Source: an optimization exercise on an open RTL-to-GDS flow (aim: small area, a short achievable clock period and few clock cycles per item). Production flows keep margins and buffers that such runs may drop. Where RTL was checked, it was by simulation tests only, not by an equivalence proof against the original. Power is estimated from default activity; no workload was simulated.

run D:
## rolling_hash_pattern_matcher_top
module rolling_hash_pattern_matcher_top #(
   parameter int MAX_PATTERN  = MAX_PATTERN_DEF,
   parameter int WINDOW_DEPTH = WINDOW_DEPTH_DEF
) (
   input  logic                 clock,
   input  logic                 reset,
   input  logic                 req_valid,
   output logic                 req_ready,
   input  logic [BYTE_W-1:0]    req_text_byte,
   output logic                 rsp_valid,
   input  logic                 rsp_ready,
   output logic                 rsp_kind,
   output logic [VALUE_W-1:0]   rsp_value,
   output logic                 rsp_last,
   input  logic                 csr_we,
   input  logic [CSR_IDX_W-1:0] csr_index,
   input  logic [CSR_W-1:0]     csr_wdata
);
   function automatic logic [1:0] add3(input logic [1:0] a, input logic [1:0] b);
      logic az, bz;
      az = !a[0] && !a[1];
      bz = !b[0] && !b[1];
      add3[0] = (a[0] && bz) || (az && b[0]) || (a[1] && b[1]);
      add3[1] = (a[1] && bz) || (az && b[1]) || (a[0] && b[0]);
   endfunction
   function automatic logic [1:0] mod3(input logic [7:0] x);
      logic [1:0] r0, r1, r2, r3;
      r0 = {x[1] && !x[0], !x[1] && x[0]};
      r1 = {x[3] && !x[2], !x[3] && x[2]};
      r2 = {x[5] && !x[4], !x[5] && x[4]};
      r3 = {x[7] && !x[6], !x[7] && x[6]};
      mod3 = add3(add3(r0, r1), add3(r2, r3));
   endfunction
   localparam logic [31:0] CMAX = 32'hffff_ffff;
   logic [3:0]  nm1_ff;
   logic [7:0]  pat_ff [16];
   logic [1:0]  dp_ff [16];
   logic        zlo_ff, zhi_ff;   
   logic [7:0]  ring_ff [16];
   logic [1:0]  dw_ff [16];       
   logic [3:0]  nm1_al_ff;
   logic [31:0] count_ff;
   logic        first_seen_ff;    
   logic        reported_ff;      
   logic        rdy_ff;
   logic        in_v_ff, in_first_ff;
   logic [7:0]  in_byte_ff;
   logic [1:0]  in_d_ff;
   logic        s1_v_ff;
   logic        s1_first_ff;
   logic        s2_hit_ff, s2_first_ff;
   logic [3:0]  s2_m1_ff;
   logic [5:0]  s2_e_ff;
   logic        j_v_ff;
   logic [3:0]  j_m1_ff;
   logic [5:0]  j_e_ff;
  ...
export LEC_CHECK = 0
export CAP_MARGIN = 20
export CORE_MARGIN = 2
export CORE_UTILIZATION = 40
export CTS_CLUSTER_DIAMETER = 80
export CTS_CLUSTER_SIZE = 20
export SLEW_MARGIN = 20
create_clock -name core_clock -period 9.5 [get_ports {clock}]
standard.sh (not shown) runs the stock make flow with config.mk's settings and CLKGATE_MAP_FILE= SYNTH_SCRIPT=/design/flow/synth_recipe.tcl, a recipe that flattens the netlist after the stock synthesis.
==> flow/flow/run.sh <==
#!/bin/bash
# Standard ORFS layout with a tighter setup repair target (slack margin in ns).
set -euo pipefail
bash standard.sh SETUP_SLACK_MARGIN=6.2 finish > standard_make.log 2>&1
> inputs changed (run D -> run Y)
--- a/flow/design.v
+++ b/flow/design.v
@@ -133,13 +133,13 @@
       end
       cnt_ok = (count_ff[31:4] != 28'd0) || (count_ff[3:0] > nm1_ff);
       hit_c  = s1_v_ff && dig_ok && cnt_ok;
       for (int i = 0; i < 8; i++) dcsr[i] = mod3(csr_wdata[8*i +: 8]);
       din = mod3(req_text_byte);
    end
-   logic        accept, shift, inc, len_wr, lo_wr, hi_wr, rot, aligned, aligned_n, in_v_n;
+   logic        accept, shift, inc, len_wr, lo_wr, hi_wr, rot, aligned_n;
    logic [3:0]  nm1_al_n;
    logic        cont_p, have_next, can_adv, load, pop_j, take_s2, push_j, first_push;
    logic        s2_leave, s1_move;
    logic [3:0]  m1_next, rem_next;
    logic        last_next;
    logic [31:0] pos;
@@ -148,19 +148,18 @@
    logic [3:0]  rem_n;
    logic        first_seen_n, reported_n, hdone;
    logic [1:0]  hdig;
    logic [1:0]  hadd;
    logic [4:0]  hsum;
    assign accept = req_valid && rdy_ff;
-   assign aligned = (nm1_al_ff == nm1_ff);
-   assign shift  = in_v_ff && aligned && (!s1_v_ff || s2_leave);
+   assign shift  = in_v_ff && (!s1_v_ff || s2_leave);
    assign inc    = shift && (count_ff != CMAX);
    assign len_wr = csr_we && !reset && (csr_index == 2'd0);
    assign lo_wr  = csr_we && !reset && (csr_index == 2'd1);
    assign hi_wr  = csr_we && !reset && (csr_index == 2'd2);
-   assign rot    = !aligned && !s1_v_ff;
+   assign rot    = (nm1_al_ff != nm1_ff) && !s1_v_ff && !in_v_ff;
    always_comb begin
       cont_p    = rsp_valid_ff && (rem_ff != 4'd0);
       have_next = cont_p || j_v_ff || s2_hit_ff && !s2_first_ff;
       m1_next   = j_v_ff ? j_m1_ff : s2_m1_ff;
       rem_next  = cont_p ? rem_ff - 4'd1 : m1_next;
       last_next = cont_p ? (rem_ff == 4'd1) : (m1_next == 4'd0);
@@ -187,13 +186,12 @@
       hdone    = hashing_ff && (hidx_ff == 4'd0) && (hchunk_ff == 3'd7);
       rsp_valid_n = hdone || load || (rsp_valid_ff && !can_adv);
       first_seen_n = first_seen_ff || accept;
       reported_n   = reported_ff || hdone;
       nm1_al_n     = rot ? nm1_al_ff - 4'd1 : nm1_al_ff;
       aligned_n    = (nm1_al_n == nm1_ff);
-      in_v_n       = accept || (in_v_ff && !shift);
       hdig = ((hidx_ff[3] ? zhi_ff : zlo_ff) ? 2'd0 : dp_ff[hidx_ff]);
       hadd = (hchunk_ff == 3'd0) ? hdig : {1'b0, hcarry_ff};
       hsum = {1'b0, rsp_value_ff[3:0]} + {1'b0, rsp_value_ff[2:0], hprev_ff} + {3'd0, hadd};
    end
    always_ff @(posedge clock) begin
       if (reset) begin
@@ -283,23 +281,23 @@
          s2_first_ff   <= 1'b0;
          j_v_ff        <= 1'b0;
          rsp_valid_ff  <= 1'b0;
          hashing_ff    <= 1'b0;
       end else begin
          nm1_al_ff <= nm1_al_n;
-         count_ff <= count_ff + {31'd0, inc};
+         if (inc) count_ff <= count_ff + 32'd1;
          first_seen_ff <= first_seen_n;
          reported_ff   <= reported_n;
-         in_v_ff       <= in_v_n;
+         in_v_ff       <= accept || (in_v_ff && !shift);
          s1_v_ff       <= shift || (s1_v_ff && !s1_move);
          s2_hit_ff     <= s2_hit_n;
          s2_first_ff   <= s1_move ? s1_first_ff : (s2_first_ff && !s2_leave);
          j_v_ff        <= j_v_n;
          rsp_valid_ff  <= rsp_valid_n;
          hashing_ff    <= hashing_ff ? !hdone : s2_first_ff;
-         rdy_ff <= (aligned_n || !in_v_n) &&
+         rdy_ff <= !len_wr && aligned_n &&
                    !(first_seen_n && !reported_n) &&
                    !(s2_hit_n && j_v_n) &&
                    !(s2_hit_ff && s2_e_ff[5]) && !(j_v_ff && j_e_ff[5]) &&
                    !(rsp_valid_ff && e_nx_ff[5]);
       end
    end
==> comparison <==
Clock network area share was lower in run D than in run Y. Comparing run Y and run D, the lower fraction of area in multi-input gates is on run Y. Between run Y and run D, the die width figures differ only marginally. Number of cells on the critical path (higher): run D. Count of buffers not belonging to the clock network in the layout ends up lower on run Y. The lower fraction of standard cell area that is sequential came out of run D. Delta (run Y minus run D): synthesized cell count saw little to no change; reported leakage power grew by 0.71%; area after detailed placement shows no meaningful change.
Testbench counts of run Y, summed over its fixed seeds: cycles 29,864, bytes 24,258.
Function not checked in run D: the RTL went through the layout flow alone.

## JK
rolling_hash_pattern_matcher_top, a different RTL version from the one above (not shown whole).
For scale: ~2000 cells after synthesis, ~450 flip-flops, about 120 I/O pins, about 0.024 mm² of cells after synthesis.
clock: 9.5 ns
lec_check: 0
cap_margin: 20
core_margin: 2
core_utilization: 40
slew_margin: 20
Scripts as last shown in full above: flow/flow/run.sh
Modified inputs, MS compared to JK
--- a/flow/design.v
+++ b/flow/design.v
@@ -294,11 +294,11 @@
          j_v_ff        <= j_v_n;
          rsp_valid_ff  <= rsp_valid_n;
          hashing_ff    <= hashing_ff ? !hdone : s2_first_ff;
          rdy_ff <= !len_wr && aligned_n &&
                    !(first_seen_n && !reported_n) &&
                    !(s2_hit_n && j_v_n) &&
-                   !(s2_hit_n && s2_e_n[5]) && !(j_v_n && j_e_n[5]) &&
-                   !(rsp_valid_n && rem_n != 4'd0 && e_nx_n[5]);
+                   !(s2_hit_ff && s2_e_ff[5]) && !(j_v_ff && j_e_ff[5]) &&
+                   !(rsp_valid_ff && e_nx_ff[5]);
       end
    end
 endmodule
--- outcome ---
- Between MS and JK, the number of logic inverters in the finished layout is higher for JK.
- Met3 wire length (lower): MS
- The uppermost layer routed comes out met5 in one run and met4 in the other, namely in MS and JK respectively.
- Going from JK to MS, final estimated routing congestion in global placement saw an increase, cell count saw a decrease.
- The run with more setup slack is MS; JK has less.
- Delta (MS minus JK): met2 routed wirelength down 2.0%; number of setup buffers added after CTS down 8; routed metal-1 wire length up about 4%.
- Comparing count of plain and timing-repair buffers in the layout for MS and JK, the bigger number came from JK.
- Taking JK as the reference, in MS number of placed instances with taps included went down, synthesized-area fraction occupied by and/or/nand/nor cells has decreased.
- Delta (MS minus JK): worst hold slack fell by 38 ps, number of fillers in the final layout rose by 1.4%.
Testbench counts of MS, summed over its fixed seeds: cycles 29,864, bytes 24,258.
Function not checked in JK: the RTL went through the layout flow alone.

Another version of the RTL of rolling_hash_pattern_matcher_top (not shown whole).
For scale: about 450 flip-flops, about 120 I/O pins, roughly 0.024 sq mm of cells after synthesis.
==> flow/config.mk <==
export PLATFORM = sky130hd
export DESIGN_NAME = rolling_hash_pattern_matcher_top
export DESIGN_NICKNAME = rolling_hash_pattern_matcher_top
export VERILOG_FILES = /design/flow/design.v
export SDC_FILE = /design/flow/constraint.sdc
export NUM_CORES = 4
export LEC_CHECK = 0
export ABC_AREA = 1
export CAP_MARGIN = 20
export CORE_MARGIN = 2
export CORE_UTILIZATION = 40
export CTS_CLUSTER_DIAMETER = 80
export CTS_CLUSTER_SIZE = 20
export SLEW_MARGIN = 20
==> flow/constraint.sdc <==
create_clock -name core_clock -period 9.5 [get_ports {clock}]
set_input_delay 1.9000 -clock core_clock [delete_from_list [all_inputs] [get_ports {clock}]]
set_output_delay 1.9000 -clock core_clock [all_outputs]
set_load 0.01 [all_outputs]
==> flow/flow/run.sh <==
#!/bin/bash
# Standard ORFS layout with a tighter setup repair target, port buffers of
# a plain buffer cell, and free gate sizing.
set -euo pipefail
bash standard.sh 'SETUP_SLACK_MARGIN=6.3' 'MATCH_CELL_FOOTPRINT=0' 'BUFFER_PORTS_ARGS=-buffer_cell sky130_fd_sc_hd__buf_4' finish > standard_make.log 2>&1
The baseline completed without violations.
Testbench counts at the start, summed over its fixed seeds: cycles 29,785, bytes 24,258.
==> next run, changes <==
--- a/flow/design.v
+++ b/flow/design.v
@@ -140,31 +140,32 @@
    end
    logic        accept, shift, inc, len_wr, lo_wr, hi_wr, rot, aligned, aligned_n, in_v_n;
    logic [3:0]  nm1_al_n;
    logic        cont_p, have_next, can_adv, load, pop_j, take_s2, push_j, first_push;
    logic        s2_leave, s1_move;
    logic [3:0]  m1_next, rem_next;
    logic        last_next;
    logic [31:0] pos;
    logic        s2_hit_n, j_v_n, rsp_valid_n;
-   logic [5:0]  s2_e_n, j_e_n, e_nx_n, e_head_n;
+   logic [5:0]  s2_e_n, j_e_n, e_nx_n, e_inc, e_dec, s2_e_inc, j_e_inc;
+   logic [5:0]  e_head0, e_head1, e_nx_n0, e_nx_n1;
    logic [3:0]  rem_n;
    logic        first_seen_n, reported_n, hdone;
    logic [1:0]  hdig;
    logic [1:0]  hadd;
    logic [4:0]  hsum;
    assign accept = req_valid && rdy_ff;
    assign aligned = (nm1_al_ff == nm1_ff);
    assign shift  = in_v_ff && aligned && (!s1_v_ff || s2_leave);
    assign inc    = shift && (count_ff != CMAX);
    assign len_wr = csr_we && !reset && (csr_index == 2'd0);
-   assign lo_wr  = csr_we && !reset && (csr_index == 2'd1);
-   assign hi_wr  = csr_we && !reset && (csr_index == 2'd2);
+   assign lo_wr  = csr_we && (csr_index == 2'd1);
+   assign hi_wr  = csr_we && (csr_index == 2'd2);
    assign rot    = !aligned && !s1_v_ff;
    always_comb begin
       cont_p    = rsp_valid_ff && (rem_ff != 4'd0);
       have_next = cont_p || j_v_ff || s2_hit_ff && !s2_first_ff;
       m1_next   = j_v_ff ? j_m1_ff : s2_m1_ff;
       rem_next  = cont_p ? rem_ff - 4'd1 : m1_next;
       last_next = cont_p ? (rem_ff == 4'd1) : (m1_next == 4'd0);
       pos       = count_ff - {26'd0, e_nx_ff};
       can_adv  = !hashing_ff && (!rsp_valid_ff || rsp_ready);
@@ -173,24 +174,28 @@
       take_s2  = load && !cont_p && !j_v_ff;
       first_push = s2_first_ff && s2_hit_ff;
       push_j   = s2_hit_ff && !s2_first_ff && !take_s2 && !j_v_ff;
       s2_leave = !s2_hit_ff || s2_first_ff || !j_v_ff;
       s1_move  = s1_v_ff && s2_leave;
       s2_hit_n = s1_move ? hit_c : (s2_hit_ff && !s2_leave);
       s2_e_n   = s1_move ? ({2'b0, nm1_ff} + {5'd0, inc}) : (s2_e_ff + {5'd0, inc});
       j_v_n    = push_j || first_push || (j_v_ff && !pop_j);
       j_e_n    = (push_j || first_push) ? (s2_e_ff + {5'd0, inc}) : (j_e_ff + {5'd0, inc});
-      e_head_n = j_v_n ? j_e_n : s2_e_n;
-      if (load ? (rem_next != 4'd0) : cont_p) begin
-         e_nx_n = e_nx_ff + {5'd0, inc} - {5'd0, load};
-      end else begin
-         e_nx_n = e_head_n;
-      end
+      e_inc    = e_nx_ff + {5'd0, inc};
+      e_dec    = e_inc - 6'd1;
+      s2_e_inc = s2_e_ff + {5'd0, inc};
+      j_e_inc  = j_e_ff + {5'd0, inc};
+      e_head0  = j_v_ff ? j_e_inc : (first_push || s2_hit_ff && !s2_first_ff) ? s2_e_inc : s2_e_n;
+      e_head1  = (cont_p && j_v_ff) ? j_e_inc :
+                 (first_push || cont_p && s2_hit_ff && !s2_first_ff) ? s2_e_inc : s2_e_n;
+      e_nx_n0  = cont_p ? e_inc : e_head0;
+      e_nx_n1  = (rem_next != 4'd0) ? e_dec : e_head1;
+      e_nx_n   = load ? e_nx_n1 : e_nx_n0;
       rem_n    = load ? rem_next : rem_ff;
       hdone    = hashing_ff && hlast_ff && (hchunk_ff == 3'd7);
       rsp_valid_n = hdone || load || (rsp_valid_ff && !can_adv);
       first_seen_n = first_seen_ff || accept;
       reported_n   = reported_ff || hdone;
       nm1_al_n     = rot ? nm1_al_ff - 4'd1 : nm1_al_ff;
       aligned_n    = (nm1_al_n == nm1_ff);
       in_v_n       = accept || (in_v_ff && !shift);
       hdig = ((hidx_ff[3] ? zhi_ff : zlo_ff) ? 2'd0 : dp_ff[hidx_ff]);
- area after synthesis climbs by 1.0%
- via count climbs by about 2.8%
- total power goes up by 2.1%
- clock skew falls by 0.0081 ns
- count of clock-buffer cells in the layout increases by 2
Testbench counts after the change, summed over its fixed seeds: cycles 29,785, bytes 24,258.

afterwards: timing with drivers on the ports:
The results above use ideal ports. As a check the final layouts listed here were re-extracted and re-timed, cells and wires unchanged. Step 1 sets driving cells, clkbuf_16 on the clock port and buf_2 on the other inputs (assumed; they add their load-dependent delay and slew). Step 2 moves the port delays by t, midway between the first and last clock arrival at a register: inputs arrive t later, outputs are due t later. That takes back most of the time a late clock gives input paths. Three values: ideal, step 1, step 2; two values: the first two.
| run | shift t [ns] | setup slack, ns | worst setup path at the end | worst data-port slew with drivers (ns) | pins driven straight from the clock port |
|---|---|---|---|---|---|
| run D | 0.659 | 5.971 / 5.971 / 5.619 | input to register | 0.05 | 1 |
| run Y | 0.659 | 6.206 / 6.192 / 5.589 | input to register | 0.05 | 1 |
| JK | 0.655 | 5.933 / 5.928 / 5.272 | input to register | 0.09 | 1 |
| MS | 0.651 | 6.202 / 6.189 / 5.587 | input to register | 0.05 | 1 |
| the first run of note 3 | 0.668 | 6.344 / 6.302 / 5.688 | input to register | 0.07 | 1 |
| the second run of note 3 | 0.667 | 6.345 / 6.284 / 5.848 | input to register | 0.05 | 1 |
After both steps setup and hold are still met in every run listed. For JK, which loses most, drivers alone change the setup slack by -0.005 ns; drivers and shift together by -0.661 ns.
